This is an optimization exercise on Yosys and OpenROAD, whose aim is small area, a short achievable clock period and few clock cycles per item, not a production implementation.
In this exercise RTL edits were held to simulation tests only and were not proved equivalent to the original.
Power is estimated from default activity; no workload was simulated.

## flow/design.v (module list and top-level ports; edited modules follow where they fit)
// module mtsed_scale: 518 lines
// module mtsed_quot: 71 lines
// module mtsed_ms: 273 lines
// module multitouch_slot_event_decoder_unit: 258 lines
module multitouch_slot_event_decoder_unit (
    input  logic               i_clk,
    input  logic               i_rst_n,
    input  logic               i_event_valid,
    output logic               o_event_ready,
    input  logic [4:0]         i_event_type,
    input  logic [9:0]         i_event_code,
    input  logic signed [31:0] i_event_value,
    input  logic [31:0]        i_time_seconds,
    input  logic [19:0]        i_time_microseconds,
    output logic               o_result_valid,
    input  logic               i_result_ready,
    output logic               o_result_processed,
    output logic               o_result_slot_index,
    output logic               o_result_slot_valid,
    output logic [15:0]        o_result_slot_x,
    output logic [15:0]        o_result_slot_y,
    output logic [7:0]         o_result_slot_pressure,
    output logic [1:0]         o_result_slot_kind,
    output logic [1:0]         o_result_touch_count,
    output logic [41:0]        o_result_report_time_ms,
    input  logic               i_cfg_valid,
    output logic               o_cfg_ready,
    input  logic [3:0]         i_cfg_index,
    input  logic [11:0]        i_cfg_data
);
  // ...
==> flow/flow/run.sh <==
#!/bin/bash
# the standard layout, with the port buffers made from the smallest plain buffer
# (the resizer still upsizes the ones on critical paths), and the resizer free to
# pick any size of a cell, not only sizes of the same footprint
cp standard.sh standard_sh.log
export BUFFER_PORTS_ARGS="-buffer_cell sky130_fd_sc_hd__buf_1"
bash standard.sh MATCH_CELL_FOOTPRINT=0 finish > standard.log 2>&1
==> flow/standard.sh <==
#!/bin/bash
# synth_recipe.tcl (not shown) runs the flow's synth.tcl, then flattens the netlist and writes it again
# the make line also repeats each setting of config.mk as NAME=value (left out here)
make -C /OpenROAD-flow-scripts/flow DESIGN_CONFIG=/design/flow/config.mk WORK_HOME=/design/flow/orfs CLKGATE_MAP_FILE= SYNTH_SCRIPT=/design/flow/synth_recipe.tcl "${@:-finish}"
==> flow/config.mk <==
export PLATFORM = sky130hd
export DESIGN_NAME = multitouch_slot_event_decoder_unit
export DESIGN_NICKNAME = multitouch_slot_event_decoder_unit
export VERILOG_FILES = /design/flow/design.v
export SDC_FILE = /design/flow/constraint.sdc
export NUM_CORES = 4
export LEC_CHECK = 0
export CAP_MARGIN = 20
export CORE_MARGIN = 2
export CORE_UTILIZATION = 40
export SETUP_SLACK_MARGIN = 5
export SLEW_MARGIN = 20
==> flow/constraint.sdc <==
create_clock -name core_clock -period 9.0 [get_ports {i_clk}]
set_input_delay 1.8000 -clock core_clock [delete_from_list [all_inputs] [get_ports {i_clk}]]
set_output_delay 1.8000 -clock core_clock [all_outputs]
set_load 0.01 [all_outputs]
==> flow_metrics.py, run 1 <==
metrics = {
    "pwr": {
        "maxPowerGroup": "registers",
        "pwr-share-seq_pct": 36.9,
        "peakVddDrop_uv": 144,
        "clk-power_w": 0.00130,
        "powerDensity_nw_per_um2": 160,
    },
    "grt": {
        "antenna_found_initial": 1,
        "grt_pass1_vias": 17818,
        "grtUsageTotal_pct": 22.2,
    },
    "finish": {
        "nNonClkBuffers": 264,
        "utilization_pct": 45.4,
        "insertedDiodeCount": 0,
        "final_cell_mix": "nand2_1 (341), buf_1 (205), edfxtp_1 (196)",
        "inv_count": 186,
    },
    "sta": {
        "fin_ws_ps": 5070,
        "finalCriticalPeriod_ps": 3930,
    },
    "synthesis": {
        "yosysWarnings": 1,
        "syn_nets": 2723,
        "synthSimpleGateAreaFrac_pct": 13.8,
        "synth_enable_flop_cells": 196,
        "synth_area_leader_cell": "edfxtp_1",
    },
    "floorplan": {
        "coreArea_sq_um": 54800,
        "die_w_um": 239,
    },
    "outcome": {
        "status": "finished clean",
    },
    "drt": {
        "wl_per_cell_um": 20.2,
        "m1WireLength_um": 26400,
        "vias": 17815,
    },
    "placement": {
        "place_ws_ps": 3980,
        "portBuffers": 207,
    },
    "critical_path": {
        "path_common_cell": "buf_1",
        "cp-endpoint": "o_event_ready",
    },
    "min_path": {
        "hold_start": "a_syn$_DFFE_PN_",
    },
}
Testbench counts, summed over its fixed seeds: cycles 12,044, items 12,012.
==> inputs of run 2 (changes only) <==
==> flow/flow/run.sh (replaced) <==
#!/bin/bash
# the standard layout, with the port buffers made from the smallest plain buffer
# (the resizer still upsizes the ones on critical paths)
cp standard.sh standard_sh.log
export BUFFER_PORTS_ARGS="-buffer_cell sky130_fd_sc_hd__buf_1"
bash standard.sh > standard.log 2>&1
--- a/flow/config.mk
+++ b/flow/config.mk
@@ -8,5 +8,6 @@
 export CAP_MARGIN = 20
 export CORE_MARGIN = 2
 export CORE_UTILIZATION = 40
+export CTS_BUF_LIST = sky130_fd_sc_hd__clkbuf_8
 export SETUP_SLACK_MARGIN = 5
 export SLEW_MARGIN = 20
==> run 2 against run 1 <==
  * Power fell by 1.5%
  * Setup slack barely moved
  * Global-route usage rose by 0.22 points
  * Non-clock buffer count fell by 11
  * Critical path depth did not move
  * Synthesized cell count did not move
  * Wire length rose by 0.43%
  * Area after synthesis did not move
  * Clock skew rose by 25 ps
  * Combinational power barely moved
==> flow_metrics.py, run 2 <==
metrics = {
    "outcome": {
        "status": "finished clean",
    },
    "synthesis": {
        "synth_cell_type_count": 81,
        "syn_nets": 2723,
        "yosys_most_used_dff": "edfxtp_1",
        "synth_area_leader_cell": "edfxtp_1",
        "yosysTopAreaCellShare_pct": 26.7,
        "async_flop_share_pct": 0,
        "syn_area_sq_um": 22000,
        "synth_common_cells": "nand2_1 (348), edfxtp_1 (196), inv_1 (185)",
        "netlist_top_cells_area": "edfxtp_1 (27%), fa_1 (13%), ha_1 (8.9%), dfxtp_1 (6.9%), nand2_1 (5.9%)",
        "yosysSeqAreaShare_pct": 33.6,
        "synth.most_common_cell": "nand2_1",
        "synth_enable_flop_cells": 196,
        "syn_area_per_cell_sq_um": 9.56,
        "syn_inst": 2305,
        "ys_seq_elements": 272,
        "yosysWarnings": 1,
    },
    "sta": {
        "finalHoldViolCount": 0,
        "max-slew-margin-rel_pct": 37.8,
        "clock_skew_ps": 34.6,
        "rsz0062_at_grt": "false",
        "maxSlewViolCount": 0,
        "totalNegativeSetupSlack_ps": 0,
        "worst_slew_pin_slew_ps": 934,
        "setup-violations-final": 0,
        "finalCriticalPeriod_ps": 3930,
        "post-route-period-util_pct": 43.6,
        "timing.fmax_ghz": 0.255,
    },
    "finish": {
        "final_common_cell": "nand2_1",
        "largestRegisters": "a_pl x54, m_pl x43, r_ms x42",
        "layoutNonFillerInstCount": 3210,
        "largest_register": "a_pl",
        "drive_above_1_share_pct": 8.74,
        "utilization_pct": 45.2,
        "nets": 2888,
        "final_cell_mix": "nand2_1 (341), buf_1 (206), edfxtp_1 (196)",
        "largest_reg_flops": 54,
        "area_growth_pct": 12.4,
    },
    "clock_tree": {
        "cts_buffers": 49,
        "cts_tree": "done",
        "htree_levels": 2,
        "cts_hold_buffers": 0,
        "clk_path_buf_depth": 3,
        "cts.sinks": 272,
        "cts_root_buf": "clkbuf_8",
        "clock_latency_ps": 650,
        "path_clk_slew_ps": 50,
    },
    "pwr": {
        "total_leakage_power_nw": 10.2,
        "peakVddDrop_uv": 88.5,
        "powerDensity_nw_per_um2": 158,
    },
    "floorplan": {
        "num_io_pins": 212,
        "dieArea_sq_um": 57000,
        "die_h_um": 239,
        "die_w_um": 239,
        "coreArea_sq_um": 54800,
        "fp-row-count": 86,
        "initial_utilization_pct": 40.2,
    },
    "drt": {
        "drt_first_pass_iters": 6,
        "vias": 17840,
        "wl_um": 64700,
        "drcViolationCount": 0,
        "via_per_inst": 5.56,
        "drtAntennaViolNets": 0,
        "wl_per_cell_um": 20.2,
        "drt_iter0_drc": 1377,
    },
    "grt": {
        "antenna_found_initial": 1,
        "grtUsageTotal_pct": 22.5,
        "overflow": 0,
        "grt_pass1_wl_um": 100000,
        "grt_max_degree": 66,
        "grt_pass1_vias": 17923,
    },
    "critical_path": {
        "rrSetupSlack_ps": 5100,
        "crit_fanout": 2,
        "cp.required_ps": 7200,
        "path_common_cell": "buf_1",
        "crit_chain": "buf_1 -> nand2b_1 -> buf_1",
        "setup.worst_path.start_class": "input port",
        "crit_path_top_delay_cell": "nand2b_1",
        "cpPeakStageDelay_ps": 130,
        "path_class": "in2out",
        "critPathArrivalTime_ps": 2130,
        "endpoint_kind": "output pin",
    },
    "placement": {
        "placedCellCount": 3104,
        "gp_congestion": 0.912,
        "portBuffers": 207,
        "dp_hpwl_um": 45800,
    },
    "run": {
        "maxCapViolCount": 0,
    },
    "min_path": {
        "hold_class": "reg2reg",
    },
}
run 2: cell counts after synthesis:
Identical to the previous run, type by type.
run 2: routing by layer:
layer	share of wire [%]	GRT usage, %
met1	41	28.7
met5	0	0
met4	4.5	10.5
met3	7.2	3.63
met2	48	37.2
run 2: critical path: cells and delay by family:
kind / cells / cell delay (ps)
buf+inv: 2 / 200
simple gates: 1 / 130
run 2: what timing repair did:
action                     CTS  global route
pin swaps                    1            13
setup endpoints to repair  126           100
gates resized for setup      9            41
buffers inserted             6            13
run 2: through the flow:
step | area, sq um | worst slack, ps | total power (W) | hold WS (ps)
after detailed placement | 23400 | 3980 | 0.00265 | 413
after global placement | 23400 | 4050 | 0.00262 | 407
final | 24800 | 5070 | 0.00391 | 421
after global routing | 24800 | 4980 | 0.00415 | 436
after CTS | 24500 | 5000 | 0.00391 | 424
after floorplan | 22000 | 4990 | 0.00231 | 400
run 2: power breakdown:
group / internal (W) / switching, W / total [W]
registers: 0.00139 / 0.0000800 / 0.00147
clock network: 0.000699 / 0.000542 / 0.00124
logic: 0.000501 / 0.000701 / 0.00120
total: 0.00259 / 0.00132 / 0.00391
run 2: kinds of logic after synthesis:
group / share of synthesized area (%)
fa+ha+maj: 21.7
simple gates: 13.8
flops: 33.6
compound gates: 12.9
other cells: 0.0170
buf+inv: 5.58
mux: 3.73
xor+xnor: 8.63
run 2: worst paths after layout:
check                startpoint            endpoint  cells past startpoint
min             a_syn$_DFFE_PN_     m_syn$_DFFE_PN_                      0
min reg2reg     a_syn$_DFFE_PN_     m_syn$_DFFE_PN_                      0
max              i_result_ready       o_event_ready                      3
max reg2reg  a_pl[31]$_DFFE_PN_  m_pl[20]$_DFFE_PN_                     13
run 2: cell type report:
type                            count  area [sq um]
Antenna cell                        1          2.50
Clock buffer                       51           702
Inverter                          186           702
Sequential cell                   272          7410
Timing Repair Buffer              253          1170
Tap cell                          704           881
Multi-Input combinational cell   1708         13600
Fill cell                        5232         30000
Clock inverter                     35           317
==> inputs of run 3 (changes only) <==
--- a/flow/config.mk
+++ b/flow/config.mk
@@ -8,6 +8,5 @@
 export CAP_MARGIN = 20
 export CORE_MARGIN = 2
 export CORE_UTILIZATION = 40
-export CTS_BUF_LIST = sky130_fd_sc_hd__clkbuf_8
 export SETUP_SLACK_MARGIN = 5
 export SLEW_MARGIN = 20
==> run 3 against run 2 <==
  * Die area did not move
  * Area after synthesis stayed put
  * Global-route usage fell by 0.22 points
  * Critical path depth unchanged
  * Largest cell class unchanged
  * Wire length is 0.43% lower
  * Register-to-register slack about the same
  * Clock skew shrank 25 ps
  * Design area up 0.44%
  * First-iteration DRC count is 5.2% lower
  * Critical endpoint unchanged
  * Sequential cell count unchanged
  * Via count fell by 0.14%
  * Sequential power about the same
==> flow_metrics.py, run 3 <==
metrics = {
    "outcome": {
        "status": "finished clean",
    },
    "clock_tree": {
        "cts_tree": "done",
        "clk_path_buf_depth": 3,
        "path_clk_slew_ps": 60,
        "clock_latency_ps": 580,
        "cts_buffers": 31,
        "htree_levels": 1,
        "cts_root_buf": "clkbuf_16",
        "cts.sinks": 272,
        "cts_hold_buffers": 0,
    },
    "placement": {
        "gp_congestion": 0.912,
        "dp_hpwl_um": 45800,
        "place_area_sq_um": 23400,
        "portBuffers": 207,
        "placedCellCount": 3104,
        "place_ws_ps": 3980,
    },
    "finish": {
        "final_common_cell": "nand2_1",
        "final_cell_mix": "nand2_1 (341), buf_1 (205), edfxtp_1 (196)",
        "n_fill_cell": 5199,
        "insertedDiodeCount": 0,
        "layoutNonFillerInstCount": 3191,
        "area_growth_pct": 12.8,
        "largestRegisters": "a_pl x54, m_pl x43, r_ms x42",
        "drive_above_1_share_pct": 8.64,
        "largest_reg_flops": 54,
        "largest_register": "a_pl",
        "final_area_sq_um": 24900,
        "nets": 2881,
    },
    "grt": {
        "overflow": 0,
        "antenna_found_initial": 1,
        "grt_pass1_wl_um": 99800,
        "grt_pass1_vias": 17818,
        "grt_max_degree": 66,
        "grtUsageTotal_pct": 22.2,
    },
    "synthesis": {
        "yosys_most_used_dff": "edfxtp_1",
        "synth_enable_flop_cells": 196,
        "yosysSeqAreaShare_pct": 33.6,
        "synth.most_common_cell": "nand2_1",
        "netlist_top_cells_area": "edfxtp_1 (27%), fa_1 (13%), ha_1 (8.9%), dfxtp_1 (6.9%), nand2_1 (5.9%)",
        "ys_seq_elements": 272,
        "yosysWarnings": 1,
        "async_flop_share_pct": 0,
        "yosysTopAreaCellShare_pct": 26.7,
        "synth_area_leader_cell": "edfxtp_1",
        "synth_cell_type_count": 81,
        "syn_inst": 2305,
        "syn_area_per_cell_sq_um": 9.56,
        "syn_nets": 2723,
        "syn_area_sq_um": 22000,
        "synth_common_cells": "nand2_1 (348), edfxtp_1 (196), inv_1 (185)",
    },
    "floorplan": {
        "coreArea_sq_um": 54800,
        "die_h_um": 239,
        "initial_utilization_pct": 40.2,
        "dieArea_sq_um": 57000,
        "fp-row-count": 86,
        "num_io_pins": 212,
        "die_w_um": 239,
    },
    "critical_path": {
        "cp.required_ps": 7200,
        "setup.worst_path.start_class": "input port",
        "endpoint_kind": "output pin",
        "crit_fanout": 2,
        "critPathArrivalTime_ps": 2130,
        "path_class": "in2out",
    },
    "pwr": {
        "p_total_w": 0.00397,
        "peakVddDrop_uv": 144,
        "powerDensity_nw_per_um2": 160,
        "total_leakage_power_nw": 10.2,
    },
    "run": {
        "maxCapViolCount": 0,
    },
    "drt": {
        "via_per_inst": 5.58,
        "vias": 17815,
        "drt_first_pass_iters": 5,
        "wl_um": 64500,
        "drcViolationCount": 0,
        "drtAntennaViolNets": 0,
        "wl_per_cell_um": 20.2,
        "drt_iter0_drc": 1306,
    },
    "sta": {
        "rsz0062_at_grt": "true",
        "finalHoldViolCount": 0,
        "worst_slew_pin_slew_ps": 985,
        "timing.fmax_ghz": 0.255,
        "clock_skew_ps": 9.27,
        "maxSlewViolCount": 0,
        "fin_ws_ps": 5070,
        "setup-violations-final": 0,
        "totalNegativeSetupSlack_ps": 0,
        "max-slew-margin-rel_pct": 34.3,
        "finalCriticalPeriod_ps": 3930,
        "post-route-period-util_pct": 43.6,
    },
    "min_path": {
        "hold_class": "reg2reg",
    },
}
-- run 3: power breakdown --
| group | leakage, nW | switching [W] | internal [W] |
|---|---|---|---|
| clock network | 0.523 | 0.000526 | 0.000778 |
| logic | 6.97 | 0.000701 | 0.000501 |
| registers | 2.72 | 0.0000773 | 0.00139 |
-- run 3: metrics by stage --
stage	util (%)	hold slack (ps)
6_report	45.4	424
3_5_place_dp	42.7	413
3_3_place_gp	42.7	407
2_1_floorplan	-	400
5_1_grt	45.4	433
4_1_cts	44.8	427
-- run 3: cell type report --
| type | count | area (sq um) | area share, % |
|---|---|---|---|
| Timing Repair Buffer | 264 | 1260 | 5.09 |
| Tap cell | 704 | 881 | 3.54 |
| Inverter | 186 | 702 | 2.82 |
| Multi-Input combinational cell | 1708 | 13600 | 54.5 |
| Sequential cell | 272 | 7410 | 29.8 |
| Clock inverter | 16 | 165 | 0.664 |
| Clock buffer | 41 | 890 | 3.58 |
-- run 3: cells by family after synthesis --
family	Yosys count	synth area share (%)
compound gates	421	12.9
xor+xnor	217	8.63
fa+ha+maj	298	21.7
buf+inv	325	5.58
flops	272	33.6
mux	73	3.73
other cells	1	0.0170
simple gates	698	13.8
-- run 3: worst paths after layout --
path,from,end,slack [ps],cells after the start
setup / recovery,i_result_ready,o_event_ready,5070,3
setup reg to reg,a_pl[41]$_DFFE_PN_,m_pl[5]$_DFFE_PN_,5100,9
hold / removal,a_syn$_DFFE_PN_,m_syn$_DFFE_PN_,420,0
hold reg to reg,a_syn$_DFFE_PN_,m_syn$_DFFE_PN_,420,0
-- run 3: metal layers --
layer | vias up | wire (um) | global-route usage (%)
li1 | 8244 | - | -
met1 | 8647 | 26400 | 28.7
met2 | 751 | 30900 | 37.5
met3 | 171 | 4650 | 3.38
met4 | 2 | 2520 | 8.58
met5 | - | 13 | 0
-- run 3: critical path, cell delays in order --
cell,delay [ps]
buf_1,80
nand2b_1,130
buf_1,120
-- run 3: what timing repair did --
item	4_1_cts	5_1_grt
setup buffers	7	23
setup endpoints to repair	139	114
pin swaps	2	11
gates resized for setup	9	37
==> inputs of run 4 (changes only) <==
--- a/flow/config.mk
+++ b/flow/config.mk
@@ -7,6 +7,6 @@
 export LEC_CHECK = 0
 export CAP_MARGIN = 20
 export CORE_MARGIN = 2
-export CORE_UTILIZATION = 40
+export CORE_UTILIZATION = 60
 export SETUP_SLACK_MARGIN = 5
 export SLEW_MARGIN = 20
==> run 4 against run 3 <==
  * Count of clock-buffer cells in the layout unchanged
  * Clock skew up 8.0 ps
  * Global-route usage grew 8.4 points
  * Non-clock buffer count is 2 lower
  * Worst hold slack about the same
  * First-iteration DRC count increased by 3.3%
  * Die area down 33%
  * Synthesized cell count is the same
  * Design area shrank 1.9%
  * Sequential power barely moved
  * Fmax down 0.16%
  * Sequential cell count unchanged
  * Critical path type unchanged
  * Critical endpoint unchanged
  * Highest routed layer is now met4
==> flow_metrics.py, run 4 <==
metrics = {
    "outcome": {
        "status": "finished clean",
    },
    "drt": {
        "wl_um": 58800,
        "vias": 17452,
        "drtAntennaViolNets": 0,
        "drt_first_pass_iters": 6,
        "wl_per_cell_um": 19.9,
        "drt_iter0_drc": 1349,
        "via_per_inst": 5.92,
        "drcViolationCount": 0,
    },
    "sta": {
        "finalCriticalPeriod_ps": 3930,
        "setup-violations-final": 0,
        "timing.fmax_ghz": 0.254,
        "max-slew-margin-rel_pct": 28.7,
        "clock_skew_ps": 17.3,
        "maxSlewViolCount": 0,
        "totalNegativeSetupSlack_ps": 0,
        "worst_slew_pin_slew_ps": 1070,
        "rsz0062_at_grt": "true",
        "finalHoldViolCount": 0,
        "post-route-period-util_pct": 43.7,
    },
    "critical_path": {
        "reg2reg_to": "r_ms[38]$_SDFFE_PN0P_",
        "crit_chain": "buf_1 -> nand2b_1 -> buf_1",
        "crit_fanout": 2,
        "critPathArrivalTime_ps": 2130,
        "crit_path_top_delay_cell": "nand2b_1",
        "path_class": "in2out",
        "cp.required_ps": 7200,
        "cpPeakStageDelay_ps": 130,
        "rrSetupSlack_ps": 5080,
        "crit_family": "buffers and inverters",
        "rr_worst_depth": 14,
        "path_common_cell": "buf_1",
        "endpoint_kind": "output pin",
        "reg2reg_from": "m_pl[7]$_DFFE_PN_",
        "setup.worst_path.start_class": "input port",
        "path_buf_inv": 2,
    },
    "clock_tree": {
        "htree_levels": 1,
        "path_clk_slew_ps": 60,
        "cts_tree": "done",
        "cts_root_buf": "clkbuf_16",
        "clock_latency_ps": 570,
        "clk_path_buf_depth": 3,
        "cts_buffers": 29,
        "cts.sinks": 272,
    },
    "synthesis": {
        "synth.most_common_cell": "nand2_1",
        "synth_cell_type_count": 81,
        "synth_area_leader_cell": "edfxtp_1",
        "syn_area_per_cell_sq_um": 9.56,
        "syn_inst": 2305,
        "syn_area_sq_um": 22000,
        "synth_common_cells": "nand2_1 (348), edfxtp_1 (196), inv_1 (185)",
        "yosysWarnings": 1,
        "synth_enable_flop_cells": 196,
        "yosysSeqAreaShare_pct": 33.6,
        "syn_nets": 2723,
        "yosys_most_used_dff": "edfxtp_1",
        "ys_seq_elements": 272,
        "netlist_top_cells_area": "edfxtp_1 (27%), fa_1 (13%), ha_1 (8.9%), dfxtp_1 (6.9%), nand2_1 (5.9%)",
        "async_flop_share_pct": 0,
        "yosysTopAreaCellShare_pct": 26.7,
    },
    "floorplan": {
        "die_w_um": 196,
        "num_io_pins": 212,
        "dieArea_sq_um": 38300,
        "initial_utilization_pct": 60.6,
        "coreArea_sq_um": 36300,
        "die_h_um": 196,
        "fp-row-count": 70,
    },
    "placement": {
        "portBuffers": 207,
        "gp_congestion": 0.889,
        "placedCellCount": 2867,
        "dp_hpwl_um": 42400,
    },
    "finish": {
        "largestRegisters": "a_pl x54, m_pl x43, r_ms x42",
        "final_cell_mix": "nand2_1 (338), buf_1 (206), edfxtp_1 (196)",
        "largest_register": "a_pl",
        "area_growth_pct": 10.7,
        "insertedDiodeCount": 0,
        "ff_latch_area_sq_um": 7410,
        "drive_above_1_share_pct": 8.50,
        "final_common_cell": "nand2_1",
        "n_fill_cell": 3073,
        "multi_input_area_sq_um": 13600,
        "nets": 2877,
        "layoutNonFillerInstCount": 2949,
        "largest_reg_flops": 54,
    },
    "min_path": {
        "min_path_cells": 0,
        "min_to": "m_slot$_DFFE_PN_",
        "hold_class": "reg2reg",
        "hold_start": "a_slot$_DFFE_PN_",
    },
    "pwr": {
        "total_leakage_power_nw": 10.1,
        "combPwrFrac_pct": 31.2,
        "pwr-share-seq_pct": 38.5,
        "switching_share_pct": 32.7,
        "clkPwrFrac_pct": 30.3,
        "internal_power_w": 0.00255,
        "p_total_w": 0.00379,
        "peakVddDrop_uv": 153,
        "powerDensity_nw_per_um2": 155,
        "netSwitchingPower_w": 0.00124,
    },
    "grt": {
        "overflow": 0,
        "antenna_found_initial": 0,
        "grtUsageTotal_pct": 30.6,
        "grt_max_degree": 68,
        "grt_pass1_vias": 16854,
        "grt_pass1_wl_um": 92000,
    },
    "run": {
        "maxCapViolCount": 0,
    },
}
run 4: cell counts after synthesis:
Identical to the previous run, type by type.
run 4: through the flow:
stage,setup WS [ps],utilization [%],cell area [sq um],hold slack [ps]
after floorplan,4990,-,22000,400
final,5070,67.1,24400,424
after global routing,4930,67.1,24400,424
after global placement,3980,63.5,23100,402
after detailed placement,3950,63.5,23100,412
after CTS,5000,66.2,24100,422
run 4: logic make-up after synthesis:
kind of cell | after synthesis | synth area share, %
AO/OA/AOI/OAI | 421 | 12.9
XOR/XNOR | 217 | 8.63
adder cells (fa/ha/maj) | 298 | 21.7
buffers and inverters | 325 | 5.58
flip-flops | 272 | 33.6
multiplexers | 73 | 3.73
other | 1 | 0.0170
AND/OR/NAND/NOR | 698 | 13.8
run 4: timing repair:
item | CTS | global route
hold buffers | 0 | 0
resized for setup | 16 | 36
setup endpoints to repair | 114 | 60
buffers inserted | 3 | 26
hold endpoints to repair | 0 | 0
pin swaps | 2 | 10
run 4: worst max-delay path by stage:
| stage | start | to | slack [ps] | depth (start not counted) |
|---|---|---|---|---|
| 4_1_cts | i_rst_n | r_x[1][8]$_SDFFCE_PN0P_ | 5000 | 7 |
| 6_report | i_result_ready | o_event_ready | 5070 | 3 |
| 3_3_place_gp | i_result_ready | r_x[0][7]$_SDFFCE_PN0P_ | 3980 | 8 |
| 2_1_floorplan | i_time_microseconds[5] | a_pl[52]$_DFFE_PN_ | 4990 | 11 |
| 3_5_place_dp | i_result_ready | r_x[0][7]$_SDFFCE_PN0P_ | 3950 | 8 |
| 5_1_grt | a_pl[29]$_DFFE_PN_ | m_pl[20]$_DFFE_PN_ | 4930 | 13 |
run 4: power by group through the flow:
stage,clock (W),sequential (W),combinational (W)
floorplan,0,0.00144,0.000869
global placement,0,0.00148,0.00110
detailed placement,0,0.00148,0.00113
CTS,0.00117,0.00146,0.00115
global route,0.00121,0.00146,0.00133
finish,0.00115,0.00146,0.00118
run 4: cell type report:
type,count,area share [%]
Clock buffer,41,3.37
Inverter,186,2.86
Sequential cell,272,30.4
Multi-Input combinational cell,1708,55.6
Timing Repair Buffer,262,5.02
Clock inverter,12,0.380
Tap cell,468,2.40
run 4: layer usage:
metal	GRT usage, %	share of wire [%]	vias to the layer above
met5	0	0	-
met4	10.5	3.4	0
met3	3.64	6.7	114
met2	52.6	49	676
met1	40.3	41	8422
li1	-	-	8240
==> module multitouch_slot_event_decoder_unit, before the edit <==
module multitouch_slot_event_decoder_unit (
    input  logic               i_clk,
    input  logic               i_rst_n,
    input  logic               i_event_valid,
    output logic               o_event_ready,
    input  logic [4:0]         i_event_type,
    input  logic [9:0]         i_event_code,
    input  logic signed [31:0] i_event_value,
    input  logic [31:0]        i_time_seconds,
    input  logic [19:0]        i_time_microseconds,
    output logic               o_result_valid,
    input  logic               i_result_ready,
    output logic               o_result_processed,
    output logic               o_result_slot_index,
    output logic               o_result_slot_valid,
    output logic [15:0]        o_result_slot_x,
    output logic [15:0]        o_result_slot_y,
    output logic [7:0]         o_result_slot_pressure,
    output logic [1:0]         o_result_slot_kind,
    output logic [1:0]         o_result_touch_count,
    output logic [41:0]        o_result_report_time_ms,
    input  logic               i_cfg_valid,
    output logic               o_cfg_ready,
    input  logic [3:0]         i_cfg_index,
    input  logic [11:0]        i_cfg_data
);
    logic [11:0] r_w;
    logic [11:0] r_h;
    assign o_cfg_ready = 1'b1;
    always_ff @(posedge i_clk) begin
        if (!i_rst_n) begin
            r_w <= mtsed_pkg::PANEL_WIDTH_RST;
            r_h <= mtsed_pkg::PANEL_HEIGHT_RST;
        end else if (i_cfg_valid) begin
            if (i_cfg_index == 4'd0) r_w <= i_cfg_data;
            if (i_cfg_index == 4'd1) r_h <= i_cfg_data;
        end
    end
    logic        is_abs;
    logic        d_slot, d_trk, d_x, d_y, d_prs, d_syn;
    assign is_abs = (i_event_type == mtsed_pkg::TYPE_ABS);
    assign d_slot = is_abs && (i_event_code == mtsed_pkg::CODE_SLOT);
    assign d_trk  = is_abs && (i_event_code == mtsed_pkg::CODE_TRACK);
    assign d_x    = is_abs && (i_event_code == mtsed_pkg::CODE_X ||
                               i_event_code == mtsed_pkg::CODE_MT_X);
    assign d_y    = is_abs && (i_event_code == mtsed_pkg::CODE_Y ||
                               i_event_code == mtsed_pkg::CODE_MT_Y);
    assign d_prs  = is_abs && (i_event_code == mtsed_pkg::CODE_PRESSURE ||
                               i_event_code == mtsed_pkg::CODE_MT_PRESSURE);
    assign d_syn  = (i_event_type == mtsed_pkg::TYPE_SYN) &&
                    (i_event_code == mtsed_pkg::CODE_SYN_REPORT);
    logic [11:0] n_sel;
    logic [13:0] n_ext;
    logic [6:0]  n_one, n_two, n_ng;
    assign n_sel = d_y ? r_h : r_w;
    assign n_ext = {2'b00, n_sel};
    always_comb begin
        for (int j = 0; j < 7; j++) begin
            logic b2, b1, b0;
            b2 = n_ext[2*j+1];
            b1 = n_ext[2*j];
            b0 = (j > 0) ? n_ext[2*j-1] : 1'b0;
            n_one[j] = b1 ^ b0;
            n_two[j] = (b2 & ~b1 & ~b0) | (~b2 & b1 & b0);
            n_ng[j]  = b2 & ~(b1 & b0);
        end
    end
    logic [12:0] v_tz;     
    logic [12:0] n_tz;     
    logic        low_zero;
    logic        round;
    always_comb begin
        v_tz[0] = 1'b1;
        n_tz[0] = 1'b1;
        for (int k = 1; k <= 12; k++) begin
            v_tz[k] = v_tz[k-1] && !i_event_value[k-1];
            n_tz[k] = n_tz[k-1] && !n_sel[k-1];
        end
        low_zero = 1'b0;
        for (int k = 0; k <= 12; k++) begin
            low_zero = low_zero || (v_tz[k] && n_tz[12-k]);
        end
    end
    assign round = i_event_value[31] && !low_zero;
    logic [9:0]  us_h;
    logic [11:0] us_z;
    assign us_h = i_time_microseconds[19:10];
    assign us_z = {1'b0, us_h, 1'b0} + {2'b00, us_h} + {5'd0, i_time_microseconds[9:3]};
    logic [53:0] pl;
    assign pl[53:50] = us_z[11:8];
    assign pl[49:0]  = d_syn ? {us_z[7:0], us_h, i_time_seconds}
                             : {n_ng, n_two, n_one, round, i_event_value[27:0]};
    logic        a_valid;
    logic        a_slot, a_trk, a_x, a_y, a_prs, a_syn;
    logic        a_f;           
    logic [53:0] a_pl;
    logic        res_valid;
    logic        m_valid;
    logic        s_free;        
    logic        m_en;          
    logic        a_en;          
    logic        adv;           
    logic        r_full;        
    assign s_free        = !res_valid || i_result_ready;
    assign m_en          = !m_valid || s_free;
    assign a_en          = !a_valid || m_en;
    assign adv           = m_valid && s_free;
    assign o_event_ready = i_result_ready || !r_full;
    always_ff @(posedge i_clk) begin
        if (!i_rst_n) begin
            r_full <= 1'b0;
        end else begin
            r_full <= (a_en ? i_event_valid : a_valid) &&
                      (m_en ? a_valid : m_valid) &&
                      (s_free ? m_valid : res_valid);
        end
    end
    always_ff @(posedge i_clk) begin
        if (!i_rst_n) begin
            a_valid <= 1'b0;
        end else if (a_en) begin
            a_valid <= i_event_valid;
        end
        if (a_en) begin
            a_slot   <= d_slot;
            a_trk    <= d_trk;
            a_x      <= d_x;
            a_y      <= d_y;
            a_prs    <= d_prs;
            a_syn    <= d_syn;
            a_f      <= d_slot ? (i_event_value[0] && (i_event_value[31:1] == 31'd0)) :
                        d_trk  ? (&i_event_value) :
                                 (!i_event_value[31] && (|i_event_value[30:8]));
            a_pl     <= pl;
        end
    end
    logic [20:0] sc_a;
    logic [20:0] sc_b;
    logic        sc_c;
    logic [10:0] quot;
    logic [42:0] m_in;
    mtsed_scale u_scale (
        .i_v   (a_pl[27:0]),
        .i_round (a_pl[28]),
        .i_one (a_pl[35:29]),
        .i_two (a_pl[42:36]),
        .i_ng  (a_pl[49:43]),
        .o_a   (sc_a),
        .o_b   (sc_b),
        .o_c   (sc_c)
    );
    mtsed_quot u_quot (
        .i_h (a_pl[41:32]),
        .i_z (a_pl[53:42]),
        .o_q (quot)
    );
    assign m_in = (a_x || a_y) ? {sc_c, sc_b, sc_a} : {quot, a_pl[31:0]};
    logic        m_slot, m_trk, m_x, m_y, m_prs, m_syn;
    logic        m_f;
    logic [42:0] m_pl;
    always_ff @(posedge i_clk) begin
        if (!i_rst_n) begin
            m_valid <= 1'b0;
        end else if (m_en) begin
            m_valid <= a_valid;
        end
        if (m_en) begin
            m_slot   <= a_slot;
            m_trk    <= a_trk;
            m_x      <= a_x;
            m_y      <= a_y;
            m_prs    <= a_prs;
            m_syn    <= a_syn;
            m_f      <= a_f;
            m_pl     <= m_in;
        end
    end
    logic [20:0] prod;      
    logic [15:0] pos;
    logic [41:0] ms;
    assign prod = m_pl[20:0] + m_pl[41:21] + 21'(m_pl[42]);
    assign pos  = prod[20:5];
    mtsed_ms u_ms (
        .i_secs (m_pl[31:0]),
        .i_q    (m_pl[42:32]),
        .o_ms   (ms)
    );
    logic        r_cur;
    logic [1:0]  r_pv;
    logic [15:0] r_x [2];
    logic [15:0] r_y [2];
    logic [7:0]  r_p [2];
    logic [1:0]  r_kind [2];
    logic [1:0]  r_count;
    logic [41:0] r_ms;
    logic        r_proc;
    logic        cur_valid;
    logic        move;
    assign cur_valid = r_pv[r_cur];
    assign move      = (m_x || m_y) && cur_valid;
    always_ff @(posedge i_clk) begin
        if (!i_rst_n) begin
            res_valid <= 1'b0;
            r_cur     <= 1'b0;
            r_pv      <= 2'b00;
            r_count   <= '0;
            r_ms      <= '0;
            for (int i = 0; i < 2; i++) begin
                r_x[i]    <= '0;
                r_y[i]    <= '0;
                r_p[i]    <= '0;
                r_kind[i] <= mtsed_pkg::KIND_NONE;
            end
        end else begin
            if (s_free) begin
                res_valid <= m_valid;
            end
            if (adv) begin
                if (m_slot) begin
                    r_cur <= m_f;
                end
                if (m_trk) begin
                    r_pv[r_cur]   <= !m_f;
                    r_kind[r_cur] <= m_f ? mtsed_pkg::KIND_RELEASE : mtsed_pkg::KIND_PRESS;
                end
                if (m_x) begin
                    r_x[r_cur] <= pos;
                end
                if (m_y) begin
                    r_y[r_cur] <= pos;
                end
                if (move) begin
                    r_kind[r_cur] <= mtsed_pkg::KIND_MOVE;
                end
                if (m_prs) begin
                    r_p[r_cur] <= m_f ? 8'hFF : m_pl[7:0];
                end
                if (m_syn) begin
                    r_count <= 2'(r_pv[0]) + 2'(r_pv[1]);
                    r_ms    <= ms;
                end
            end
        end
        if (adv) begin
            r_proc <= m_trk || move || m_syn;
        end
    end
    assign o_result_valid          = res_valid;
    assign o_result_processed      = r_proc;
    assign o_result_slot_index     = r_cur;
    assign o_result_slot_valid     = cur_valid;
    assign o_result_slot_x         = r_x[r_cur];
    assign o_result_slot_y         = r_y[r_cur];
    assign o_result_slot_pressure  = r_p[r_cur];
    assign o_result_slot_kind      = r_kind[r_cur];
    assign o_result_touch_count    = r_count;
    assign o_result_report_time_ms = r_ms;
endmodule
==> inputs of run 5 (changes only) <==
--- a/flow/design.v
+++ b/flow/design.v
@@ -934,6 +934,16 @@
                                i_event_code == mtsed_pkg::CODE_MT_PRESSURE);
     assign d_syn  = (i_event_type == mtsed_pkg::TYPE_SYN) &&
                     (i_event_code == mtsed_pkg::CODE_SYN_REPORT);
+    logic [2:0]  op_code;
+    always_comb begin
+        op_code = 3'd0;
+        if (d_slot) op_code = 3'd1;
+        if (d_trk)  op_code = 3'd2;
+        if (d_prs)  op_code = 3'd3;
+        if (d_x)    op_code = 3'd4;
+        if (d_y)    op_code = 3'd5;
+        if (d_syn)  op_code = 3'd6;
+    end
     logic [11:0] n_sel;
     logic [13:0] n_ext;
     logic [6:0]  n_one, n_two, n_ng;
@@ -976,7 +986,7 @@
     assign pl[49:0]  = d_syn ? {us_z[7:0], us_h, i_time_seconds}
                              : {n_ng, n_two, n_one, round, i_event_value[27:0]};
     logic        a_valid;
-    logic        a_slot, a_trk, a_x, a_y, a_prs, a_syn;
+    logic [2:0]  a_op;          
     logic        a_f;           
     logic [53:0] a_pl;
     logic        res_valid;
@@ -1007,12 +1017,7 @@
             a_valid <= i_event_valid;
         end
         if (a_en) begin
-            a_slot   <= d_slot;
-            a_trk    <= d_trk;
-            a_x      <= d_x;
-            a_y      <= d_y;
-            a_prs    <= d_prs;
-            a_syn    <= d_syn;
+            a_op     <= op_code;
             a_f      <= d_slot ? (i_event_value[0] && (i_event_value[31:1] == 31'd0)) :
                         d_trk  ? (&i_event_value) :
                                  (!i_event_value[31] && (|i_event_value[30:8]));
@@ -1039,7 +1044,8 @@
         .i_z (a_pl[53:42]),
         .o_q (quot)
     );
-    assign m_in = (a_x || a_y) ? {sc_c, sc_b, sc_a} : {quot, a_pl[31:0]};
+    assign m_in = (a_op[2:1] == 2'b10) ? {sc_c, sc_b, sc_a} : {quot, a_pl[31:0]};
+    logic [2:0]  m_op;
     logic        m_slot, m_trk, m_x, m_y, m_prs, m_syn;
     logic        m_f;
     logic [42:0] m_pl;
@@ -1050,16 +1056,17 @@
             m_valid <= a_valid;
         end
         if (m_en) begin
-            m_slot   <= a_slot;
-            m_trk    <= a_trk;
-            m_x      <= a_x;
-            m_y      <= a_y;
-            m_prs    <= a_prs;
-            m_syn    <= a_syn;
+            m_op     <= a_op;
             m_f      <= a_f;
             m_pl     <= m_in;
         end
     end
+    assign m_slot = (m_op == 3'd1);
+    assign m_trk  = (m_op == 3'd2);
+    assign m_prs  = (m_op == 3'd3);
+    assign m_x    = (m_op == 3'd4);
+    assign m_y    = (m_op == 3'd5);
+    assign m_syn  = (m_op == 3'd6);
     logic [20:0] prod;      
     logic [15:0] pos;
     logic [41:0] ms;
--- a/flow/config.mk
+++ b/flow/config.mk
@@ -7,6 +7,7 @@
 export LEC_CHECK = 0
 export CAP_MARGIN = 20
 export CORE_MARGIN = 2
-export CORE_UTILIZATION = 60
+export CORE_UTILIZATION = 40
+export CTS_BUF_LIST = sky130_fd_sc_hd__clkbuf_8
 export SETUP_SLACK_MARGIN = 5
 export SLEW_MARGIN = 20
==> run 5 against run 4 <==
  * Critical endpoint is now r_x[0][15]$_SDFFCE_PN0P_
  * Non-clock buffer count shrank 6
  * Power grew 4.3%
  * Register-to-register slack gained 20 ps
  * Critical path type is now in2reg
  * Clock skew grew 14 ps
  * Sequential share of layout area shrank 1.1 points
==> flow_metrics.py, run 5 <==
metrics = {
    "floorplan": {
        "fp-row-count": 85,
        "initial_utilization_pct": 40.5,
        "coreArea_sq_um": 53900,
        "die_w_um": 238,
        "dieArea_sq_um": 56500,
        "num_io_pins": 212,
        "die_h_um": 238,
    },
    "drt": {
        "via_per_inst": 5.53,
        "drtAntennaViolNets": 0,
        "wl_um": 63700,
        "drt_first_pass_iters": 8,
        "wl_per_cell_um": 19.9,
        "drcViolationCount": 0,
        "drt_iter0_drc": 1276,
        "vias": 17740,
    },
    "clock_tree": {
        "clock_latency_ps": 650,
        "cts.sinks": 266,
        "cts_buffers": 50,
        "cts_hold_buffers": 0,
        "cts_tree": "done",
        "clk_path_buf_depth": 3,
        "cts_root_buf": "clkbuf_8",
        "htree_levels": 2,
        "path_clk_slew_ps": 70,
    },
    "synthesis": {
        "yosysTopAreaCellShare_pct": 26.1,
        "synth_enable_flop_cells": 190,
        "synth_cell_type_count": 74,
        "yosys_most_used_dff": "edfxtp_1",
        "syn_nets": 2714,
        "async_flop_share_pct": 0,
        "synth.most_common_cell": "nand2_1",
        "ys_seq_elements": 266,
        "syn_inst": 2296,
        "syn_area_per_cell_sq_um": 9.51,
        "netlist_top_cells_area": "edfxtp_1 (26%), fa_1 (13%), ha_1 (9.0%), dfxtp_1 (7.0%), nand2_1 (5.8%)",
        "yosysSeqAreaShare_pct": 33.1,
        "yosysWarnings": 1,
        "synth_common_cells": "nand2_1 (340), edfxtp_1 (190), inv_1 (178)",
        "synth_area_leader_cell": "edfxtp_1",
        "syn_area_sq_um": 21800,
    },
    "critical_path": {
        "setup.worst_path.start_class": "input port",
        "endpoint_kind": "flop",
        "reg2reg_from": "a_pl[41]$_DFFE_PN_",
        "crit_chain": "buf_1 -> nor2b_1 -> nand2b_1 -> inv_1 -> nand2_1 -> nor3_2 -> nand3_1 -> nand2_2",
        "cp.required_ps": 9290,
        "crit_family": "simple AND/OR/NAND/NOR gates",
        "path_buf_inv": 2,
        "rr_worst_depth": 9,
        "cpPeakStageDelay_ps": 620,
        "critPathArrivalTime_ps": 4290,
        "reg2reg_to": "m_pl[5]$_DFFE_PN_",
        "rrSetupSlack_ps": 5100,
        "path_class": "in2reg",
        "crit_fanout": 17,
        "crit_path_top_delay_cell": "nand3_1",
    },
    "sta": {
        "finalHoldViolCount": 0,
        "whs_ps": 415,
        "maxSlewViolCount": 0,
        "rsz0062_at_grt": "true",
        "totalNegativeSetupSlack_ps": 0,
        "setup-violations-final": 0,
        "timing.fmax_ghz": 0.250,
        "worst_slew_pin_slew_ps": 966,
        "post-route-period-util_pct": 44.5,
        "clock_skew_ps": 31.5,
        "max-slew-margin-rel_pct": 35.6,
        "finalCriticalPeriod_ps": 4010,
    },
    "finish": {
        "largest_reg_flops": 54,
        "area_growth_pct": 12.9,
        "insertedDiodeCount": 0,
        "largestRegisters": "a_pl x54, m_pl x43, r_ms x42",
        "final_cell_mix": "nand2_1 (335), buf_1 (206), edfxtp_1 (190)",
        "drive_above_1_share_pct": 8.61,
        "largest_register": "a_pl",
        "final_common_cell": "nand2_1",
        "nets": 2887,
        "layoutNonFillerInstCount": 3206,
    },
    "placement": {
        "placedCellCount": 3089,
        "gp_congestion": 0.897,
        "dp_hpwl_um": 45400,
        "portBuffers": 207,
    },
    "grt": {
        "antenna_found_initial": 0,
        "grtUsageTotal_pct": 22.2,
        "overflow": 0,
        "grt_pass1_vias": 17879,
        "grt_max_degree": 59,
        "grt_pass1_wl_um": 98200,
    },
    "pwr": {
        "powerDensity_nw_per_um2": 160,
        "internal_power_w": 0.00263,
        "combPwrFrac_pct": 29.5,
        "clkPwrFrac_pct": 34.2,
        "total_leakage_power_nw": 10.3,
        "peakVddDrop_uv": 119,
        "netSwitchingPower_w": 0.00132,
        "pwr-share-seq_pct": 36.3,
        "switching_share_pct": 33.4,
        "p_total_w": 0.00395,
    },
    "outcome": {
        "status": "finished clean",
    },
    "min_path": {
        "min_to": "m_op[0]$_DFFE_PN_",
        "hold_class": "reg2reg",
        "hold_start": "a_op[0]$_SDFFCE_PP0N_",
        "min_path_cells": 0,
    },
    "run": {
        "maxCapViolCount": 0,
    },
}
## run 5: routing by layer
metal	wire length, um	track usage [%]	vias to the layer above
met5	0	0	-
met4	2340	8.90	0
met3	4560	3.89	135
met2	30500	37.4	678
met1	26300	28.3	8631
li1	-	-	8296
## run 5: power groups by stage
stage | clock [W] | combinational (W) | sequential [W]
5_1_grt | 0.00144 | 0.00132 | 0.00144
3_5_place_dp | 0 | 0.00114 | 0.00146
6_report | 0.00135 | 0.00117 | 0.00143
4_1_cts | 0.00139 | 0.00115 | 0.00144
3_3_place_gp | 0 | 0.00112 | 0.00146
2_1_floorplan | 0 | 0.000865 | 0.00141
## run 5: how the worst max path moves through the flow
stage	from	end	slack (ps)	cells past startpoint
CTS	a_pl[40]$_DFFE_PN_	m_pl[5]$_DFFE_PN_	5020	9
finish	i_result_ready	r_x[0][15]$_SDFFCE_PN0P_	4990	8
detailed placement	i_rst_n	r_y[0][12]$_SDFFCE_PN0P_	3780	5
global placement	i_rst_n	r_x[0][12]$_SDFFCE_PN0P_	3880	5
floorplan	i_event_code[1]	a_pl[28]$_DFFE_PN_	4970	9
global route	i_result_ready	r_x[0][5]$_SDFFCE_PN0P_	4800	8
## run 5: worst reg2reg max path, stage by stage (launching register included)
cell      delay [ps]
edfxtp_1         980
a22oi_1          200
xor2_1           200
fa_1             490
inv_1             50
fa_1             500
fa_1             520
fa_1             480
nand2_1           80
nand2_1          120
## run 5: what timing repair did
| item | CTS | global route |
|---|---|---|
| pin swaps | 0 | 2 |
| cloned | 0 | 0 |
| gates resized for setup | 15 | 7 |
| setup buffers | 1 | 23 |
| endpoints found under the setup margin | 125 | 57 |
## run 5: stage by stage
step           instance area (sq um)  setup slack [ps]  utilization, %
2_1_floorplan                  21900              4970               -
3_3_place_gp                   23200              3880            43.0
3_5_place_dp                   23200              3780            43.0
4_1_cts                        24400              5020            45.3
5_1_grt                        24700              4800            45.7
6_report                       24700              4990            45.7
## run 5: final cells by class
class,instances,area [sq um]
clock buffers,56,771
clock inverters,37,378
fillers,5168,29300
inverters,181,679
multi-input cells,1714,13500
flip-flops and latches,266,7230
well taps,696,871
repair buffers,256,1210
## run 5: kinds of logic after synthesis
kind of cell / Yosys count / synth area share [%]
AO/OA/AOI/OAI: 439 / 13.5
XOR/XNOR: 216 / 8.66
adder cells (fa/ha/maj): 298 / 21.9
buffers and inverters: 316 / 5.52
flip-flops: 266 / 33.1
multiplexers: 73 / 3.74
other: 1 / 0.0172
AND/OR/NAND/NOR: 687 / 13.6
Testbench counts of run 5, summed over its fixed seeds: cycles 12,044, items 12,012.
==> inputs of run 6 (changes only) <==
--- a/flow/config.mk
+++ b/flow/config.mk
@@ -7,7 +7,8 @@
 export LEC_CHECK = 0
 export CAP_MARGIN = 20
 export CORE_MARGIN = 2
-export CORE_UTILIZATION = 40
+export CORE_UTILIZATION = 60
 export CTS_BUF_LIST = sky130_fd_sc_hd__clkbuf_8
 export SETUP_SLACK_MARGIN = 5
 export SLEW_MARGIN = 20
+export TNS_END_PERCENT = 10
==> run 6 against run 5 <==
  * Global-route usage increased by 9.0 points
  * Die area shrank 33%
  * Sequential share of layout area grew 0.83 points
  * Clock power fell by 16%
  * Largest cell class unchanged
  * Area after synthesis is the same
  * Final cell count is 8.1% lower
  * First-iteration DRC count is 5.8% higher
  * Highest routed layer unchanged
==> flow_metrics.py, run 6 <==
metrics = {
    "synthesis": {
        "netlist_top_cells_area": "edfxtp_1 (26%), fa_1 (13%), ha_1 (9.0%), dfxtp_1 (7.0%), nand2_1 (5.8%)",
        "synth_area_leader_cell": "edfxtp_1",
        "synth_enable_flop_cells": 190,
        "synth_common_cells": "nand2_1 (340), edfxtp_1 (190), inv_1 (178)",
        "syn_area_per_cell_sq_um": 9.51,
        "yosysWarnings": 1,
        "yosysTopAreaCellShare_pct": 26.1,
        "synth_cell_type_count": 74,
        "ys_seq_elements": 266,
        "async_flop_share_pct": 0,
        "syn_area_sq_um": 21800,
        "yosys_most_used_dff": "edfxtp_1",
        "yosysSeqAreaShare_pct": 33.1,
        "synth.most_common_cell": "nand2_1",
        "syn_nets": 2714,
        "syn_inst": 2296,
    },
    "finish": {
        "utilization_pct": 67.1,
        "final_area_sq_um": 24000,
        "ff_latch_area_sq_um": 7230,
        "largestRegisters": "a_pl x54, m_pl x43, r_ms x42",
        "multi_input_area_sq_um": 13500,
        "drive_above_1_share_pct": 7.36,
        "nets": 2867,
        "n_fill_cell": 2996,
        "final_cell_mix": "nand2_1 (335), buf_1 (206), inv_1 (193)",
        "insertedDiodeCount": 0,
        "layoutNonFillerInstCount": 2947,
        "final_common_cell": "nand2_1",
        "largest_register": "a_pl",
        "largest_reg_flops": 54,
        "area_growth_pct": 9.77,
    },
    "critical_path": {
        "crit_fanout": 42,
        "critPathArrivalTime_ps": 2240,
        "rr_worst_depth": 13,
        "setup.worst_path.start_class": "flop",
        "endpoint_kind": "output pin",
        "cp.required_ps": 7200,
        "path_class": "reg2out",
    },
    "clock_tree": {
        "cts_root_buf": "clkbuf_8",
        "cts_buffers": 47,
        "clk_path_buf_depth": 3,
        "cts_tree": "done",
        "cts.sinks": 266,
        "htree_levels": 2,
        "path_clk_slew_ps": 60,
        "clock_latency_ps": 630,
        "post-cts-setup-buffers": 0,
    },
    "grt": {
        "overflow": 0,
        "antenna_found_initial": 0,
        "grtUsageTotal_pct": 31.2,
        "grt_max_degree": 60,
        "grt_pass1_vias": 17603,
        "grt_pass1_wl_um": 93700,
    },
    "sta": {
        "maxSlewViolCount": 0,
        "clock_skew_ps": 28.5,
        "finalHoldViolCount": 0,
        "rsz0062_at_grt": "true",
        "setup-violations-final": 0,
        "totalNegativeSetupSlack_ps": 0,
        "timing.fmax_ghz": 0.248,
        "post-route-period-util_pct": 44.9,
        "finalCriticalPeriod_ps": 4040,
        "max-slew-margin-rel_pct": 25.5,
        "worst_slew_pin_slew_ps": 1110,
    },
    "drt": {
        "wl_per_cell_um": 19.9,
        "drtAntennaViolNets": 0,
        "wl_um": 58700,
        "drcViolationCount": 0,
        "vias": 17689,
        "via_per_inst": 6.00,
        "drt_first_pass_iters": 8,
        "drt_iter0_drc": 1350,
    },
    "floorplan": {
        "die_h_um": 195,
        "initial_utilization_pct": 61.1,
        "num_io_pins": 212,
        "fp-row-count": 69,
        "coreArea_sq_um": 35700,
        "dieArea_sq_um": 38000,
        "die_w_um": 195,
    },
    "min_path": {
        "hold_class": "reg2reg",
        "min_path_cells": 0,
    },
    "placement": {
        "place_area_sq_um": 22900,
        "gp_congestion": 0.915,
        "placedCellCount": 2861,
        "portBuffers": 207,
        "dp_hpwl_um": 42700,
    },
    "pwr": {
        "total_leakage_power_nw": 10.1,
        "powerDensity_nw_per_um2": 155,
        "peakVddDrop_uv": 133,
    },
    "run": {
        "maxCapViolCount": 0,
    },
    "outcome": {
        "status": "finished clean",
    },
}
run 6: cell counts after synthesis:
No cell type changed its count.
run 6: per-layer routing:
| layer | global-route usage, % | vias up | routed length, um |
|---|---|---|---|
| li1 | - | 8256 | - |
| met5 | 0 | - | 0 |
| met3 | 5.31 | 173 | 4500 |
| met1 | 40.1 | 8448 | 23800 |
| met4 | 14.8 | 0 | 2940 |
| met2 | 51.8 | 812 | 27500 |
run 6: path summary, 6_finish.rpt:
path / start / slack (ps) / endpoint
worst max-delay path: flop / 4960 / o_result_slot_y[15]
worst max register to register: a_pl[36]$_DFFE_PN_ / 5070 / m_pl[20]$_DFFE_PN_
worst min register to register: a_op[0]$_SDFFCE_PP0N_ / 440 / m_op[0]$_DFFE_PN_
worst min-delay path: a_op[0]$_SDFFCE_PP0N_ / 440 / m_op[0]$_DFFE_PN_
run 6: area by class of cell:
| class | instances | share of cell area, % |
|---|---|---|
| multi-input cells | 1714 | 56.4 |
| flip-flops and latches | 266 | 30.1 |
| repair buffers | 239 | 4.26 |
| clock buffers | 52 | 2.98 |
| inverters | 181 | 2.83 |
| well taps | 461 | 2.41 |
| clock inverters | 34 | 0.981 |
run 6: report_power, final:
part	switching (W)	internal, W
Combinational	0.000665	0.000484
Sequential	0.0000776	0.00136
Clock	0.000519	0.000620
Total	0.00126	0.00246
run 6: timing repair:
action | 4_1_cts | 5_1_grt
endpoints found under the setup margin | 115 | 129
hold buffers | 0 | 0
gates resized for setup | 8 | 9
run 6: worst max-delay path, cell delays in order (launching register included):
cell	delay (ps)
dfxtp_2	1020
mux2_2	450
buf_1	140
run 6: cell families (layout without fill, tap and decap cells):
family / after synthesis / in the layout / share of synthesized area, %
buf+inv: 316 / 506 / 5.52
fa+ha+maj: 298 / 298 / 21.9
other cells: 1 / 1 / 0.0172
simple gates: 687 / 687 / 13.6
compound gates: 439 / 439 / 13.5
mux: 73 / 73 / 3.74
flops: 266 / 266 / 33.1
xor+xnor: 216 / 216 / 8.66
run 6: through the flow:
stage / total power, W / hold WS [ps] / worst slack (ps)
floorplan: 0.00227 / 400 / 4970
global placement: 0.00257 / 437 / 3680
detailed placement: 0.00260 / 436 / 3710
CTS: 0.00374 / 444 / 4850
global route: 0.00395 / 454 / 4800
finish: 0.00372 / 441 / 4960
==> inputs of run 7 (changes only) <==
--- a/flow/config.mk
+++ b/flow/config.mk
@@ -11,4 +11,3 @@
 export CTS_BUF_LIST = sky130_fd_sc_hd__clkbuf_8
 export SETUP_SLACK_MARGIN = 5
 export SLEW_MARGIN = 20
-export TNS_END_PERCENT = 10
==> run 7 against run 6 <==
  * Via count rose by 0.66%
  * Combinational power barely moved
  * Highest routed layer unchanged
  * Final cell count barely moved
  * Non-clock buffer count did not move
  * Sequential power barely moved
==> flow_metrics.py, run 7 <==
metrics = {
    "critical_path": {
        "crit_fanout": 2,
        "critPathArrivalTime_ps": 2130,
        "cpPeakStageDelay_ps": 130,
        "crit_chain": "buf_1 -> nand2b_1 -> buf_1",
        "setup.worst_path.start_class": "input port",
        "path_class": "in2out",
        "endpoint_kind": "output pin",
        "crit_path_top_delay_cell": "nand2b_1",
        "cp.required_ps": 7200,
        "path_common_cell": "buf_1",
    },
    "sta": {
        "finalCriticalPeriod_ps": 3930,
        "max-slew-margin-rel_pct": 34.0,
        "rsz0062_at_grt": "false",
        "totalNegativeSetupSlack_ps": 0,
        "finalHoldViolCount": 0,
        "timing.fmax_ghz": 0.255,
        "post-route-period-util_pct": 43.6,
        "worst_slew_pin_slew_ps": 990,
        "clock_skew_ps": 38.7,
        "fin_ws_ps": 5070,
        "setup-violations-final": 0,
        "maxSlewViolCount": 0,
        "whs_ps": 448,
    },
    "finish": {
        "final_area_sq_um": 24100,
        "insertedDiodeCount": 0,
        "ff_latch_area_sq_um": 7230,
        "largestRegisters": "a_pl x54, m_pl x43, r_ms x42",
        "multi_input_area_sq_um": 13600,
        "largest_reg_flops": 54,
        "n_fill_cell": 2931,
        "drive_above_1_share_pct": 7.61,
        "nets": 2867,
        "final_common_cell": "nand2_1",
        "area_growth_pct": 10.1,
        "final_cell_mix": "nand2_1 (335), buf_1 (206), inv_1 (190), edfxtp_1 (190), nor2_1 (173)",
        "largest_register": "a_pl",
    },
    "grt": {
        "antenna_found_initial": 0,
        "grtUsageTotal_pct": 31.4,
        "grt_pass1_vias": 17567,
        "grt_pass1_wl_um": 93900,
        "overflow": 0,
        "grt_max_degree": 59,
    },
    "pwr": {
        "powerDensity_nw_per_um2": 157,
        "peakVddDrop_uv": 124,
        "total_leakage_power_nw": 10.1,
    },
    "placement": {
        "place_area_sq_um": 22900,
        "place_ws_ps": 3900,
        "portBuffers": 207,
        "gp_congestion": 0.928,
        "dp_hpwl_um": 42500,
    },
    "clock_tree": {
        "cts.sinks": 266,
        "cts_buffers": 47,
        "clock_latency_ps": 650,
        "cts_tree": "done",
        "cts_root_buf": "clkbuf_8",
        "htree_levels": 2,
        "clk_path_buf_depth": 3,
        "path_clk_slew_ps": 60,
    },
    "synthesis": {
        "yosysTopAreaCellShare_pct": 26.1,
        "syn_inst": 2296,
        "syn_nets": 2714,
        "synth_area_leader_cell": "edfxtp_1",
        "synth_enable_flop_cells": 190,
        "netlist_top_cells_area": "edfxtp_1 (26%), fa_1 (13%), ha_1 (9.0%), dfxtp_1 (7.0%), nand2_1 (5.8%)",
        "synth_common_cells": "nand2_1 (340), edfxtp_1 (190), inv_1 (178)",
        "synth_cell_type_count": 74,
        "yosysSeqAreaShare_pct": 33.1,
        "ys_seq_elements": 266,
        "syn_area_per_cell_sq_um": 9.51,
        "yosysWarnings": 1,
        "syn_area_sq_um": 21800,
        "synth.most_common_cell": "nand2_1",
        "yosys_most_used_dff": "edfxtp_1",
        "async_flop_share_pct": 0,
    },
    "drt": {
        "wl_per_cell_um": 20.1,
        "drt_first_pass_iters": 6,
        "drcViolationCount": 0,
        "via_per_inst": 6.04,
        "wl_um": 59100,
        "drtAntennaViolNets": 0,
        "vias": 17805,
        "drt_iter0_drc": 1421,
    },
    "floorplan": {
        "die_h_um": 195,
        "coreArea_sq_um": 35700,
        "initial_utilization_pct": 61.1,
        "num_io_pins": 212,
        "die_w_um": 195,
        "fp-row-count": 69,
        "dieArea_sq_um": 38000,
    },
    "outcome": {
        "status": "finished clean",
    },
    "run": {
        "maxCapViolCount": 0,
    },
    "min_path": {
        "hold_class": "reg2reg",
    },
}
-- run 7: area by class of cell --
type                            count  area share [%]
Clock buffer                       49            2.80
Clock inverter                     36            1.27
Inverter                          181            2.82
Multi-Input combinational cell   1714            56.4
Sequential cell                   266            30.1
Tap cell                          461            2.40
Timing Repair Buffer              239            4.29
-- run 7: power breakdown --
| group | internal (W) | switching, W | total [W] |
|---|---|---|---|
| clock | 0.000654 | 0.000534 | 0.00119 |
| sequential | 0.00136 | 0.0000766 | 0.00143 |
| combinational | 0.000486 | 0.000669 | 0.00115 |
-- run 7: cells by family (layout without fill, tap and decap cells) --
| kind of cell | Yosys count | count (layout) | synth area share (%) |
|---|---|---|---|
| AO/OA/AOI/OAI | 439 | 439 | 13.5 |
| XOR/XNOR | 216 | 216 | 8.66 |
| adder cells (fa/ha/maj) | 298 | 298 | 21.9 |
| buffers and inverters | 316 | 505 | 5.52 |
| flip-flops | 266 | 266 | 33.1 |
| multiplexers | 73 | 73 | 3.74 |
| other | 1 | 1 | 0.0172 |
| AND/OR/NAND/NOR | 687 | 687 | 13.6 |
-- run 7: layer usage --
layer  up-vias  track usage, %  wire, um
li1       8256               -         -
met4         0            14.4      2600
met5         -               0         0
met2       797            52.1     28100
met1      8590            41.0     24100
met3       162            4.60      4300
-- run 7: critical path, delay by kind of cell --
kind | cells | cell delay (ps)
AND/OR/NAND/NOR | 1 | 130
buffers and inverters | 2 | 200
-- run 7: metrics by stage --
stage               power, W  util (%)  instances
finish               0.00378      67.3       2946
floorplan            0.00227         -       2296
global route         0.00400      67.3       2946
detailed placement   0.00259      64.2       2859
global placement     0.00256      64.2       2859
CTS                  0.00378      67.0       2944
-- run 7: path summary, 6_finish.rpt --
path	start	endpoint	slack, ps	depth (start not counted)
worst max-delay path	i_result_ready	o_event_ready	5070	3
worst max register to register	a_pl[12]$_DFFE_PN_	m_pl[5]$_DFFE_PN_	5090	9
worst min-delay path	r_ms[21]$_SDFFE_PN0P_	r_ms[21]$_SDFFE_PN0P_	450	2
worst min register to register	r_ms[21]$_SDFFE_PN0P_	r_ms[21]$_SDFFE_PN0P_	450	2
-- run 7: repair_timing --
action / in CTS / in global routing
resized for setup: 11 / 15
hold endpoints to repair: 0 / 0
pin swaps: 0 / 2
setup buffers: 0 / 2
hold buffers: 0 / 0
endpoints found under the setup margin: 113 / 77
==> inputs of run 8 (changes only) <==
--- a/flow/config.mk
+++ b/flow/config.mk
@@ -7,7 +7,7 @@
 export LEC_CHECK = 0
 export CAP_MARGIN = 20
 export CORE_MARGIN = 2
-export CORE_UTILIZATION = 60
+export CORE_UTILIZATION = 50
 export CTS_BUF_LIST = sky130_fd_sc_hd__clkbuf_8
 export SETUP_SLACK_MARGIN = 5
 export SLEW_MARGIN = 20
==> run 8 against run 7 <==
  * Still clean on timing, DRC and antenna
  * Sequential power about the same
  * Combinational power hardly changed
  * Worst hold slack worse by 0.76 ps
  * Register-to-register slack lost 30 ps
  * Count of clock-buffer cells in the layout up 1
  * Final cell count grew 4.4%
  * Area after synthesis stayed put
  * Via count down 0.78%
  * Clock skew is 17 ps higher
  * First-iteration DRC count decreased by 8.2%
  * Utilization is 11 points lower
  * Wire length increased by 3.9%
  * Critical endpoint is now m_pl[6]$_DFFE_PN_
  * Largest cell class unchanged
==> flow_metrics.py, run 8 <==
metrics = {
    "outcome": {
        "status": "finished clean",
    },
    "pwr": {
        "total_leakage_power_nw": 10.1,
        "pwr-share-seq_pct": 37.6,
        "combPwrFrac_pct": 30.2,
        "powerDensity_nw_per_um2": 157,
        "peakVddDrop_uv": 100,
        "netSwitchingPower_w": 0.00128,
        "internal_power_w": 0.00254,
        "clkPwrFrac_pct": 32.1,
    },
    "synthesis": {
        "synth_common_cells": "nand2_1 (340), edfxtp_1 (190), inv_1 (178)",
        "synth_cell_type_count": 74,
        "async_flop_share_pct": 0,
        "yosysSeqAreaShare_pct": 33.1,
        "netlist_top_cells_area": "edfxtp_1 (26%), fa_1 (13%), ha_1 (9.0%), dfxtp_1 (7.0%), nand2_1 (5.8%)",
        "synth_enable_flop_cells": 190,
        "syn_area_per_cell_sq_um": 9.51,
        "synth.most_common_cell": "nand2_1",
        "yosys_most_used_dff": "edfxtp_1",
        "yosysTopAreaCellShare_pct": 26.1,
        "syn_inst": 2296,
        "ys_seq_elements": 266,
    },
    "finish": {
        "drive_above_1_share_pct": 8.03,
        "final_common_cell": "nand2_1",
        "largest_reg_flops": 54,
        "largest_register": "a_pl",
        "area_growth_pct": 11.2,
        "insertedDiodeCount": 0,
        "nets": 2871,
        "ff_latch_area_sq_um": 7230,
        "final_cell_mix": "nand2_1 (335), buf_1 (206), edfxtp_1 (190)",
        "multi_input_area_sq_um": 13600,
        "largestRegisters": "a_pl x54, m_pl x43, r_ms x42",
        "layoutNonFillerInstCount": 3076,
    },
    "sta": {
        "max-slew-margin-rel_pct": 30.5,
        "finalCriticalPeriod_ps": 3940,
        "totalNegativeSetupSlack_ps": 0,
        "clock_skew_ps": 55.6,
        "maxSlewViolCount": 0,
        "post-route-period-util_pct": 43.8,
        "timing.fmax_ghz": 0.254,
        "setup-violations-final": 0,
    },
    "drt": {
        "vias": 17666,
        "via_per_inst": 5.74,
        "drtAntennaViolNets": 0,
        "drt_first_pass_iters": 5,
    },
    "critical_path": {
        "cp-endpoint": "m_pl[6]$_DFFE_PN_",
        "crit_family": "adder cells",
        "rr_worst_depth": 9,
        "path_class": "reg2reg",
        "critical_path_cell_count": 9,
        "crit_fanout": 15,
        "crit_path_start": "a_pl[13]$_DFFE_PN_",
        "crit_path_top_delay_cell": "edfxtp_1",
        "reg2reg_from": "a_pl[13]$_DFFE_PN_",
        "reg2reg_to": "m_pl[6]$_DFFE_PN_",
        "cp.required_ps": 9370,
    },
    "clock_tree": {
        "path_clk_slew_ps": 60,
        "htree_levels": 2,
        "cts.sinks": 266,
        "cts_buffers": 46,
        "cts_root_buf": "clkbuf_8",
    },
    "placement": {
        "gp_congestion": 0.968,
        "dp_hpwl_um": 44200,
        "placedCellCount": 2982,
    },
    "grt": {
        "grtUsageTotal_pct": 27.4,
        "grt_pass1_vias": 17848,
        "grt_max_degree": 59,
    },
    "floorplan": {
        "die_w_um": 213,
        "dieArea_sq_um": 45400,
        "initial_utilization_pct": 50.7,
        "die_h_um": 213,
    },
}
[run 8: cell count changes in the layout (fill, tap and decap cells not counted), moves of 2 or more]
cell      change
o21ai_1       -3
inv_1         -3
buf_4         +4
o21ai_0       +2
clkinv_2      +4
[run 8: how the worst min path moves through the flow]
stage                           from               endpoint  slack, ps
4_1_cts        r_ms[31]$_SDFFE_PN0P_  r_ms[31]$_SDFFE_PN0P_        450
3_5_place_dp   r_ms[35]$_SDFFE_PN0P_  r_ms[35]$_SDFFE_PN0P_        440
3_3_place_gp   r_ms[33]$_SDFFE_PN0P_  r_ms[33]$_SDFFE_PN0P_        440
6_report       r_ms[31]$_SDFFE_PN0P_  r_ms[31]$_SDFFE_PN0P_        450
5_1_grt        r_ms[25]$_SDFFE_PN0P_  r_ms[25]$_SDFFE_PN0P_        470
2_1_floorplan          a_f$_DFFE_PN_          m_f$_DFFE_PN_        400
[run 8: worst reg2reg max path, delay by kind of cell, from the launching register on]
kind,cells,cell delay [ps]
flip-flops,1,850
buffers and inverters,1,60
adder cells (fa/ha/maj),4,2090
AND/OR/NAND/NOR,2,190
XOR/XNOR,1,220
AO/OA/AOI/OAI,1,250
[run 8: timing repair]
item | in CTS | in global routing
endpoints found under the setup margin | 114 | 21
resized for setup | 15 | 11
hold endpoints to repair | 0 | 0
hold buffers | 0 | 0
setup buffers | 0 | 8
pin swaps | 0 | 2
[run 8: power groups by stage]
stage	logic, W	registers, W	clock network [W]
after global routing	0.00130	0.00144	0.00130
after floorplan	0.000865	0.00141	0
after CTS	0.00115	0.00143	0.00126
final	0.00115	0.00144	0.00123
after detailed placement	0.00113	0.00146	0
after global placement	0.00111	0.00146	0
[run 8: cell type report]
cell class / count / share of cell area, %
clock buffer: 50 / 2.83
clock inverter: 36 / 1.37
inverter: 181 / 2.80
multi-input combinational: 1714 / 55.8
sequential: 266 / 29.8
tap: 585 / 3.01
timing repair buffer: 244 / 4.41
[run 8: stage by stage]
step | utilization (%) | instance area, sq um | worst slack (ps)
2_1_floorplan | - | 21900 | 4970
3_3_place_gp | 53.6 | 23100 | 3860
3_5_place_dp | 53.6 | 23100 | 3790
4_1_cts | 56.1 | 24200 | 5000
5_1_grt | 56.4 | 24300 | 5010
6_report | 56.4 | 24300 | 5060
[run 8: cell families (layout without fill, tap and decap cells)]
family | count (synthesis) | in the layout | share of synthesized area [%]
compound gates | 439 | 439 | 13.5
xor+xnor | 216 | 216 | 8.66
fa+ha+maj | 298 | 298 | 21.9
buf+inv | 316 | 511 | 5.52
flops | 266 | 266 | 33.1
mux | 73 | 73 | 3.74
other cells | 1 | 1 | 0.0172
simple gates | 687 | 687 | 13.6
[run 8: layer usage]
metal  vias up  wire length [um]  GRT usage (%)
met1      8532             25200           34.8
met2       714             29000           45.0
li1       8263                 -              -
met3       157              4300           4.63
met5         -                 0              0
met4         0              2930           13.8

==> what the ideal ports hide <==
No port has a modelled driver above. Below, the same layouts with a new extraction and two added sets of constraints.
Step 1 sets driving cells, clkbuf_16 on the clock port and buf_2 on the other inputs (assumed; they add their load-dependent delay and slew).
Step 2 moves the port delays by t, midway between the first and last clock arrival at a register: inputs arrive t later, outputs are due t later. That takes back most of the time a late clock gives input paths.
Slacks: no drivers / after step 1 / after step 2; pairs: no drivers / after step 1.
run	t, ns	setup WS [ns]	latest minus earliest clock arrival (ns)
run 1	0.635	5.074 / 5.053 / 4.538	0.011 / 0.011
run 2	0.690	5.073 / 5.053 / 4.518	0.035 / 0.034
run 3	0.635	5.074 / 5.053 / 4.538	0.011 / 0.011
run 4	0.625	5.067 / 5.042 / 4.612	0.018 / 0.017
run 5	0.688	4.995 / 5.028 / 4.340	0.033 / 0.032
run 6	0.669	4.960 / 4.908 / 4.353	0.028 / 0.029
run 7	0.686	5.073 / 5.047 / 4.557	0.043 / 0.043
run 8	0.673	5.060 / 5.058 / 4.551	0.056 / 0.056
After both steps setup and hold are still met in every run listed. For run 5, which loses most, drivers alone change the setup slack by +0.033 ns; drivers and shift together by -0.655 ns.
